From an optimization exercise on the open Yosys and OpenROAD flow, aimed at small area, a short achievable clock period and few clock cycles per item; shortcuts taken in it are not production practice.
The RTL was checked by simulation tests, not by an equivalence proof against the original design.

## flow/design.v (module list and top-level ports; edited modules follow where they fit)
// module mandel_iter_pipe: 78 lines
// module mandel_step: 1726 lines
module mandel_iter_pipe #(
    parameter int WIDTH  = 16,
    parameter int FRAC   = 13,
    parameter int ITER_W = 8,
    parameter int STAGES = 4
) (
    input  logic              Clk,
    input  logic              Reset,
    input  logic              in_valid,
    output logic              in_ready,
    input  logic [WIDTH-1:0]  in_x,
    input  logic [WIDTH-1:0]  in_y,
    input  logic [WIDTH-1:0]  in_c1,
    input  logic [WIDTH-1:0]  in_c2,
    input  logic [ITER_W-1:0] in_div,
    input  logic              in_done,
    input  logic [ITER_W-1:0] max_iter,
    output logic              out_valid,
    input  logic              out_ready,
    output logic [WIDTH-1:0]  out_x,
    output logic [WIDTH-1:0]  out_y,
    output logic [WIDTH-1:0]  out_c1,
    output logic [WIDTH-1:0]  out_c2,
    output logic [ITER_W-1:0] out_div,
    output logic              out_done
);
  // ...
==> flow/flow/run.sh <==
#!/bin/bash
set -euo pipefail
MARGIN=${MARGIN:-7}
R=orfs/results/sky130hd/mandel_iter_pipe/base
bash standard.sh SETUP_SLACK_MARGIN=$MARGIN synth > standard_synth.log 2>&1
python3 flow/polarity.py $R/1_2_yosys.v $R/1_2_yosys_pol.v "$FLOW_HOME/platforms/sky130hd/lib/sky130_fd_sc_hd__tt_025C_1v80.lib" > polarity.log 2>&1
mv $R/1_2_yosys_pol.v $R/1_2_yosys.v
rm -f $R/1_synth.odb $R/1_synth.sdc
bash standard.sh SETUP_SLACK_MARGIN=$MARGIN finish > standard_make.log 2>&1
==> flow/flow/polarity.py <==
#!/usr/bin/env python3
"""Remove inverters from a Yosys sky130 netlist without changing its logic or its registers.

Every inverter is taken out, and each signal is then given the polarity that needs the fewest
new inverters and the least area: a full adder (self-dual: complementing its three inputs
complements both outputs) may be used on complemented signals, and a single-output gate may
be swapped for the gate computing the complement of its output (and2 <-> nand2, a21o <->
a21oi, ...). One inverter is then added per signal that some load still needs complemented.
Flip-flops, ports and the nets driving ports keep their polarity. Usage: polarity.py IN.v OUT.v"""
import re
import sys
from collections import defaultdict

OUT_PINS = {"X", "Y", "Q", "Q_N", "SUM", "COUT", "HI", "LO", "GCLK"}
CELL_RE = re.compile(r"^  (sky130_fd_sc_hd__\w+) (\S+)\s+\($")
PIN_RE = re.compile(r"^    \.(\w+)\((.*)\),?$")
P = "sky130_fd_sc_hd__"
INV_AREA = 3.7536
# complementary single-output families: (positive, inverted); both keep the input pins
PAIRS = [("and2", "nand2"), ("or2", "nor2"), ("xor2", "xnor2"), ("and3", "nand3"),
         ("or3", "nor3"), ("and4", "nand4"), ("or4", "nor4"), ("a21o", "a21oi"),
         ("o21a", "o21ai"), ("a22o", "a22oi"), ("o22a", "o22ai"), ("a211o", "a211oi"),
         ("o211a", "o211ai"), ("a31o", "a31oi"), ("o31a", "o31ai"), ("a32o", "a32oi"),
         ("a41o", "a41oi"), ("a221o", "a221oi"), ("o221a", "o221ai"), ("a311o", "a311oi"),
         ("o311a", "o311ai"), ("a2111o", "a2111oi"), ("o2111a", "o2111ai"),
         ("and2b", "nand2b"), ("or2b", "nor2b"), ("and3b", "nand3b"), ("or3b", "nor3b"),
         ("and4b", "nand4b"), ("or4b", "nor4b"), ("a21bo", "a21boi"), ("o21ba", "o21bai"),
         ("a2bb2o", "a2bb2oi"), ("o2bb2a", "o2bb2ai"), ("buf", "inv"), ("mux2", "mux2i"),
         ("xor3", "xnor3")]


def lib_areas(lib):
    txt = open(lib).read()
    areas = {}
    for m in re.finditer(r'cell \("sky130_fd_sc_hd__(\w+)"\) \{(.*?)\n        area : ([\d.]+);', txt, re.S):
        areas[m.group(1)] = float(m.group(3))
    return areas


def main(src, dst, lib):
    areas = lib_areas(lib)
    fam_of = {}
    comp = {}
    for a, b in PAIRS:
        fam_of[a] = (a, b)
        fam_of[b] = (a, b)

    def smallest(fam):
        c = [(areas[n], n) for n in areas if re.fullmatch(fam + r"_\d+", n)]
        return min(c)[1] if c else None

    lines = open(src).read().split("\n")
    cells, head, tail = [], [], []
    i = 0
    while i < len(lines):
        m = CELL_RE.match(lines[i])
        if m:
            pins = []
            i += 1
            while lines[i] != "  );":
                pm = PIN_RE.match(lines[i])
                assert pm, lines[i]
                pins.append([pm.group(1), pm.group(2).strip()])
                i += 1
            cells.append([m.group(1), m.group(2), pins])
        elif cells:
            tail.append(lines[i])
        else:
            head.append(lines[i])
        i += 1
    assert not any("assign" in l for l in tail + head), "assign statements not handled"
    assert not any(P in l for l in tail), "unparsed cell"
    ports_out = set()
    for l in head:
        m = re.match(r"^  output (\[(\d+):(\d+)\] )?(\S+);$", l)
        if m:
            if m.group(1):
                for b in range(int(m.group(3)), int(m.group(2)) + 1):
                    ports_out.add(f"{m.group(4)}[{b}]")
            else:
                ports_out.add(m.group(4))

    def ctype(ci):
        return cells[ci][0][len(P):]

    def family(ci):
        return re.sub(r"_\d+$", "", ctype(ci))

    # removable inverters: all but those driving an output port
    inv_in = {}
    removable = set()
    for ci, c in enumerate(cells):
        if family(ci) in ("inv", "clkinv"):
            d = dict(c[2])
            if d["Y"] not in ports_out:
                inv_in[d["Y"]] = d["A"]
                removable.add(ci)

    def base(n):
        f = 0
        while n in inv_in:
            n = inv_in[n]
            f ^= 1
        return n, f

    driver = {}
    for ci, c in enumerate(cells):
        if ci in removable:
            continue
        for p, n in c[2]:
            if p in OUT_PINS:
                driver[n] = ci
    is_fa = [family(ci) == "fa" for ci in range(len(cells))]
    # swappable single-output drivers (not driving a port)
    swap = {}
    for ci in range(len(cells)):
        if ci in removable:
            continue
        fam = family(ci)
        if fam in fam_of:
            outs = [n for p, n in cells[ci][2] if p in OUT_PINS]
            if len(outs) == 1 and outs[0] not in ports_out:
                pos, neg = fam_of[fam]
                sp, sn = smallest(pos), smallest(neg)
                if sp and sn:
                    cur_neg = fam == neg
                    # area of the driver if its output is the cell's current function (0) or
                    # the complement (1)
                    a_cur = areas[ctype(ci)]
                    a_cmp = areas[sp if cur_neg else sn]
                    swap[outs[0]] = (ci, a_cur, a_cmp)

    sink_base, sink_e, sink_cell = [], [], []
    net_sinks = defaultdict(list)
    for ci, c in enumerate(cells):
        if ci in removable:
            continue
        for pi, (p, n) in enumerate(c[2]):
            if p in OUT_PINS:
                continue
            b, f = base(n)
            s = len(sink_base)
            sink_base.append(b)
            sink_e.append(f)
            sink_cell.append((ci, pi))
            net_sinks[b].append(s)
    # nets feeding output ports directly count as sinks that want the net itself
    port_sinks = defaultdict(int)
    for n in ports_out:
        b, f = base(n)
        if b != n:
            # the port is driven by a kept inverter chain; nothing to do
            pass
    flip = [0] * len(cells)
    n1 = defaultdict(int)
    ntot = defaultdict(int)
    for s, b in enumerate(sink_base):
        n1[b] += sink_e[s]
        ntot[b] += 1

    def ph_fixed(b):
        ci = driver.get(b)
        if ci is not None and is_fa[ci]:
            return flip[ci]
        return 0

    def cost(b):
        if b in swap:
            _, a0, a1 = swap[b]
            return min(a0 + (INV_AREA if n1[b] > 0 else 0.0),
                       a1 + (INV_AREA if n1[b] < ntot[b] else 0.0))
        ph = ph_fixed(b)
        bad = n1[b] > 0 if ph == 0 else n1[b] < ntot[b]
        return INV_AREA if bad else 0.0

    fa_in = defaultdict(list)
    for s, (ci, pi) in enumerate(sink_cell):
        if is_fa[ci]:
            fa_in[ci].append(s)
    fa_out = {ci: [n for p, n in cells[ci][2] if p in ("SUM", "COUT")]
              for ci in range(len(cells)) if is_fa[ci]}

    def apply(ci):
        for s in fa_in[ci]:
            n1[sink_base[s]] += 1 - 2 * sink_e[s]
            sink_e[s] ^= 1
        flip[ci] ^= 1

    def delta(ci):
        nets = {sink_base[s] for s in fa_in[ci]} | set(fa_out[ci])
        c0 = sum(cost(b) for b in nets)
        apply(ci)
        c1 = sum(cost(b) for b in nets)
        apply(ci)
        return c1 - c0

    allnets = set(n1) | set(swap)
    before = sum(cost(b) for b in allnets)
    fas = [ci for ci in range(len(cells)) if is_fa[ci] and not set(fa_out[ci]) & ports_out]
    for it in range(30):
        moved = 0
        for ci in fas:
            if delta(ci) < -1e-9:
                apply(ci)
                moved += 1
        if not moved:
            break
    after = sum(cost(b) for b in allnets)
    # physical polarity of every net
    ph = {}
    nswap = 0
    for b in allnets:
        if b in swap:
            _, a0, a1 = swap[b]
            c0 = a0 + (INV_AREA if n1[b] > 0 else 0.0)
            c1 = a1 + (INV_AREA if n1[b] < ntot[b] else 0.0)
            ph[b] = 1 if c1 < c0 - 1e-9 else 0
        else:
            ph[b] = ph_fixed(b)
    for b, p in ph.items():
        if p and b in swap:
            ci = swap[b][0]
            fam = family(ci)
            pos, neg = fam_of[fam]
            new = smallest(pos if fam == neg else neg)
            outpin = "Y" if fam == pos else "X"
            if fam in ("xor3", "xnor3"):
                outpin = "X"
            cells[ci][0] = P + new
            cells[ci][2] = [[outpin if pp in OUT_PINS else pp, nn] for pp, nn in cells[ci][2]]
            nswap += 1
    newinv = {}
    out_cells = []
    k = 0
    for s in range(len(sink_base)):
        b = sink_base[s]
        ci, pi = sink_cell[s]
        need = sink_e[s] ^ ph.get(b, 0)
        if need and b not in newinv:
            nn = f"_polinv_{k}_"
            newinv[b] = nn
            out_cells.append([P + "inv_1", f"_polinv_cell_{k}_", [["A", b], ["Y", nn]]])
            k += 1
        cells[ci][2][pi][1] = newinv[b] if need else b
    for ci, c in enumerate(cells):
        if ci not in removable:
            out_cells.append(c)
    decl = [f"  wire {nn};" for nn in newinv.values()]
    body = []
    for c in out_cells:
        body.append(f"  {c[0]} {c[1]} (" if not c[1].startswith("\\") else f"  {c[0]} {c[1]}  (")
        body.append(",\n".join(f"    .{p}({n} )" if n.startswith("\\") else f"    .{p}({n})"
                                for p, n in c[2]))
        body.append("  );")
    open(dst, "w").write("\n".join(head + decl + body + tail))
    sys.stderr.write(f"polarity: {len(fas)} full adders, {sum(flip)} complemented, {nswap} gates "
                     f"swapped; inverters {len(removable)} -> {k}; area of the choices "
                     f"{before:.0f} -> {after:.0f} um2\n")


if __name__ == "__main__":
    main(sys.argv[1], sys.argv[2], sys.argv[3])
==> flow/standard.sh <==
#!/bin/bash
# synth_recipe.tcl (not shown) runs the flow's synth.tcl, then flattens the netlist and writes it again
# the make line also repeats each setting of config.mk as NAME=value (left out here)
make -C /OpenROAD-flow-scripts/flow DESIGN_CONFIG=/design/flow/config.mk WORK_HOME=/design/flow/orfs CLKGATE_MAP_FILE= SYNTH_SCRIPT=/design/flow/synth_recipe.tcl "${@:-finish}"
==> flow/config.mk <==
export PLATFORM = sky130hd
export DESIGN_NAME = mandel_iter_pipe
export DESIGN_NICKNAME = mandel_iter_pipe
export VERILOG_FILES = /design/flow/design.v
export SDC_FILE = /design/flow/constraint.sdc
export NUM_CORES = 4
export LEC_CHECK = 0
export CAP_MARGIN = 20
export CORE_MARGIN = 2
export CORE_UTILIZATION = 40
export SLEW_MARGIN = 20
==> flow/constraint.sdc <==
create_clock -name core_clock -period 14.0 [get_ports {Clk}]
set_input_delay 2.8000 -clock core_clock [delete_from_list [all_inputs] [get_ports {Clk}]]
set_output_delay 2.8000 -clock core_clock [all_outputs]
set_load 0.01 [all_outputs]
==> flow_metrics.env, run 1 <==
export IMPL_outcome="no timing/DRC/antenna violations"
export IMPL_grt_pass1_wl_um=343000
export IMPL_critPathLaunch="b_q[0][59]$_DFFE_PP_"
export IMPL_largestClassByArea="multi-input combinational cells"
export IMPL_area_growth_pct=16.0
export IMPL_inverters_excl_clock=910
export IMPL_routabilityCongestion=0.891
export IMPL_taps=2355
export IMPL_period_share_pct=54.0
export IMPL_cts_setup_buffers=160
export IMPL_clock_buffers=53
export IMPL_final_cell_mix="fa_1, nand2_1, inv_1"
export IMPL_r2r_end="b_q[1][72]$_DFFE_PP_"
export IMPL_drt_iter0_markers=3657
export IMPL_rr_startpoint="b_q[0][59]$_DFFE_PP_"
export IMPL_top_register="b_q"
export IMPL_drive_above_1_share_pct=11.5
export IMPL_setup_slack_ns=6.44
export IMPL_htreeDepth=2
export IMPL_finalCriticalPeriod_ns=7.56
export IMPL_routed_via_density=5.39
export IMPL_synthCells=6834
export IMPL_cts_buffers=52
export IMPL_die_h_um=429
export IMPL_yosysWarnings=6
export IMPL_worst_pin_slew_ns=1.29
Testbench counts, summed over its fixed seeds: cycles 3,240, items 3,200.
==> run 2: changes to the inputs <==
--- a/flow/flow/run.sh
+++ b/flow/flow/run.sh
@@ -2,3 +2,3 @@
 set -euo pipefail
-MARGIN=${MARGIN:-7}
+MARGIN=${MARGIN:-6.5}
 R=orfs/results/sky130hd/mandel_iter_pipe/base
==> flow_metrics.env, run 2 <==
export IMPL_outcome="no timing/DRC/antenna violations"
export IMPL_final_common_cell="fa_1"
export IMPL_worst_pin_slew_ns=1.31
export IMPL_cts_buffer_depth=3
export IMPL_die_w_um=429
export IMPL_io_buffers=159
export IMPL_insertion_delay_ns=0.73
export IMPL_vias=50822
export IMPL_cts_sinks=370
export IMPL_finalCriticalPeriod_ns=7.60
export IMPL_drc_errors=0
export IMPL_gr_usage_met1_pct=30.7
export IMPL_grt_remaining_overflow=0
export IMPL_wl_per_cell_um=23.7
export IMPL_path_max_fanout=16
export IMPL_nNetsFinal=9238
export IMPL_start_util_pct=40.3
export IMPL_slew_violations=0
export IMPL_synth_area_sq_mm=0.0722
export IMPL_dr_pass1_iters=6
export IMPL_cp_arrival_ns=8.04
export IMPL_synth_nets=9051
export IMPL_fin_cells=9416
export IMPL_top_register="b_q"
export IMPL_post_place_ws_ns=5.00
export IMPL_setup_violations_final=0
export IMPL_rrSetupSlack_ns=6.40
export IMPL_grt_usage_pct=24.5
export IMPL_routabilityCongestion=0.904
export IMPL_syn_avg_cell_area_sq_um=10.6
export IMPL_setup_slack_ns=6.40
export IMPL_fp_coreArea_sq_mm=0.179
export IMPL_htreeDepth=2
export IMPL_yosysWarnings=6
export IMPL_ioPinCount=160
export IMPL_area_growth_pct=13.8
export IMPL_grt_pass1_vias=56315
export IMPL_drt_iter0_markers=3821
export IMPL_die_h_um=429
export IMPL_rsz0062_at_grt="true"
export IMPL_end_kind="register"
export IMPL_setup_worst_path_class="reg -> reg"
export IMPL_max_freq_mhz=132
export IMPL_top_usage_layer="met2"
export IMPL_grt_max_degree=165
export IMPL_tns_ns=0
export IMPL_cts_buffers=52
export IMPL_cp_data_required_time_ns=14.44
export IMPL_startpoint_type="register"
export IMPL_multi_input_area_sq_mm=0.0573
export IMPL_root_buffer="clkbuf_16"
export IMPL_antenna_found_initial=4
export IMPL_grtUsageMet2_pct=41.4
export IMPL_top_regs="b_q: 365 flops, v_q: 5 flops"
export IMPL_hp_class="reg -> reg"
export IMPL_largest_reg_flops=365
export IMPL_hold_violations=0
export IMPL_drive_above_1_share_pct=9.72
export IMPL_slew_headroom_pct=12.2
export IMPL_period_share_pct=54.3
export IMPL_cts_tree="yes"
export IMPL_fillers=16706
export IMPL_drv_cap=0
export IMPL_grt_pass1_wl_um=341000
export IMPL_die_area_sq_mm=0.184
export IMPL_fin_skew_ns=0.0694
export IMPL_final_cell_mix="fa_1, nand2_1, inv_1"
export IMPL_dp_cells=9115
export IMPL_clk_pin_slew_worst_paths_ns=0.06
export IMPL_fp_row_count=155
export IMPL_use_met3_pct=3.65
export IMPL_hpwl_um=161000
export IMPL_synthCells=6834
export IMPL_seqCellArea_sq_mm=0.0111
export IMPL_ant_nets=0
export IMPL_routed_via_density=5.40
export IMPL_drt_total_wl_um=223000
## run 2: repair_timing
| action | 4_1_cts | 5_1_grt |
|---|---|---|
| hold buffers | 0 | 0 |
| cloned | 33 | 5 |
| buffers inserted | 124 | 45 |
| resized for setup | 276 | 161 |
| pin swaps | 57 | 41 |
| setup endpoints to repair | 164 | 158 |
## run 2: final timing paths
path                            cells past startpoint            startpoint              endpoint
worst max-delay path                               24  b_q[2][44]$_DFFE_PP_   b_q[3][2]$_DFFE_PP_
worst min-delay path                                0  b_q[1][12]$_DFFE_PP_  b_q[2][12]$_DFFE_PP_
worst max register to register                     24  b_q[2][44]$_DFFE_PP_   b_q[3][2]$_DFFE_PP_
worst min register to register                      0  b_q[1][12]$_DFFE_PP_  b_q[2][12]$_DFFE_PP_
max in group asynchronous                           2                 Reset    v_q[0]$_DFFE_PP0P_
min in group asynchronous                           2                 Reset    v_q[2]$_DFFE_PP0P_
## run 2: final cells by class
cell class | count | area share (%)
timing repair buffer | 485 | 6.65
inverter | 903 | 4.32
antenna | 1 | 0.00304
clock inverter | 38 | 0.571
tap | 2355 | 3.58
timing repair inverter | 8 | 0.119
multi-input combinational | 5201 | 69.7
clock buffer | 55 | 1.60
sequential | 370 | 13.5
## run 2: critical path, stage by stage (launching register included)
cell and delay (ns):
edfxtp_1 0.40, buf_12 0.15, nand2_4 0.05, fa_2 0.37
fa_1 0.48, fa_2 0.41, fa_2 0.38, fa_2 0.40
fa_2 0.36, fa_2 0.37, fa_2 0.36, fa_2 0.34
fa_1 0.42, or4bb_1 0.47, or4_4 0.44, inv_4 0.08
a31oi_4 0.10, o31ai_2 0.26, o41a_1 0.32, mux2i_4 0.30
buf_12 0.15, and4_4 0.26, buf_12 0.13, inv_16 0.06
mux2_2 0.27
## run 2: stage by stage
step,hold slack (ns),instance area (sq um),utilization [%]
floorplan,0.426,72400,-
global placement,0.436,76400,42.7
detailed placement,0.434,76400,42.7
CTS,0.449,81100,45.3
global route,0.467,82200,45.9
finish,0.449,82200,45.9
## run 2: layer usage
layer  vias up  wire (um)
met5         -          0
met4         0      12400
met3       554      15000
met2      2123     109000
met1     26689      87100
li1      21456          -

[separate check: timing with driven ports]
No port has a modelled driver above. Below, the same layouts with a new extraction and two added sets of constraints.
Step 1 sets driving cells, clkbuf_16 on the clock port and buf_2 on the other inputs (assumed; they add their load-dependent delay and slew).
Step 2 also shifts input and output timing later by t, the mid clock arrival at the registers, as if the neighbouring blocks saw the same clock.
Three values: ideal, step 1, step 2; two values: the first two.
run	t (ns)	setup WS [ns]	latest minus earliest clock arrival (ns)	worst register clock-pin slew, ns	worst slew at a driven data input, ns
run 1	0.774	6.438 / 6.438 / 6.438	0.077 / 0.077	0.07 / 0.07	0.07
run 2	0.772	6.399 / 6.399 / 6.399	0.072 / 0.072	0.07 / 0.07	0.08
After both steps every run listed still meets setup and hold.
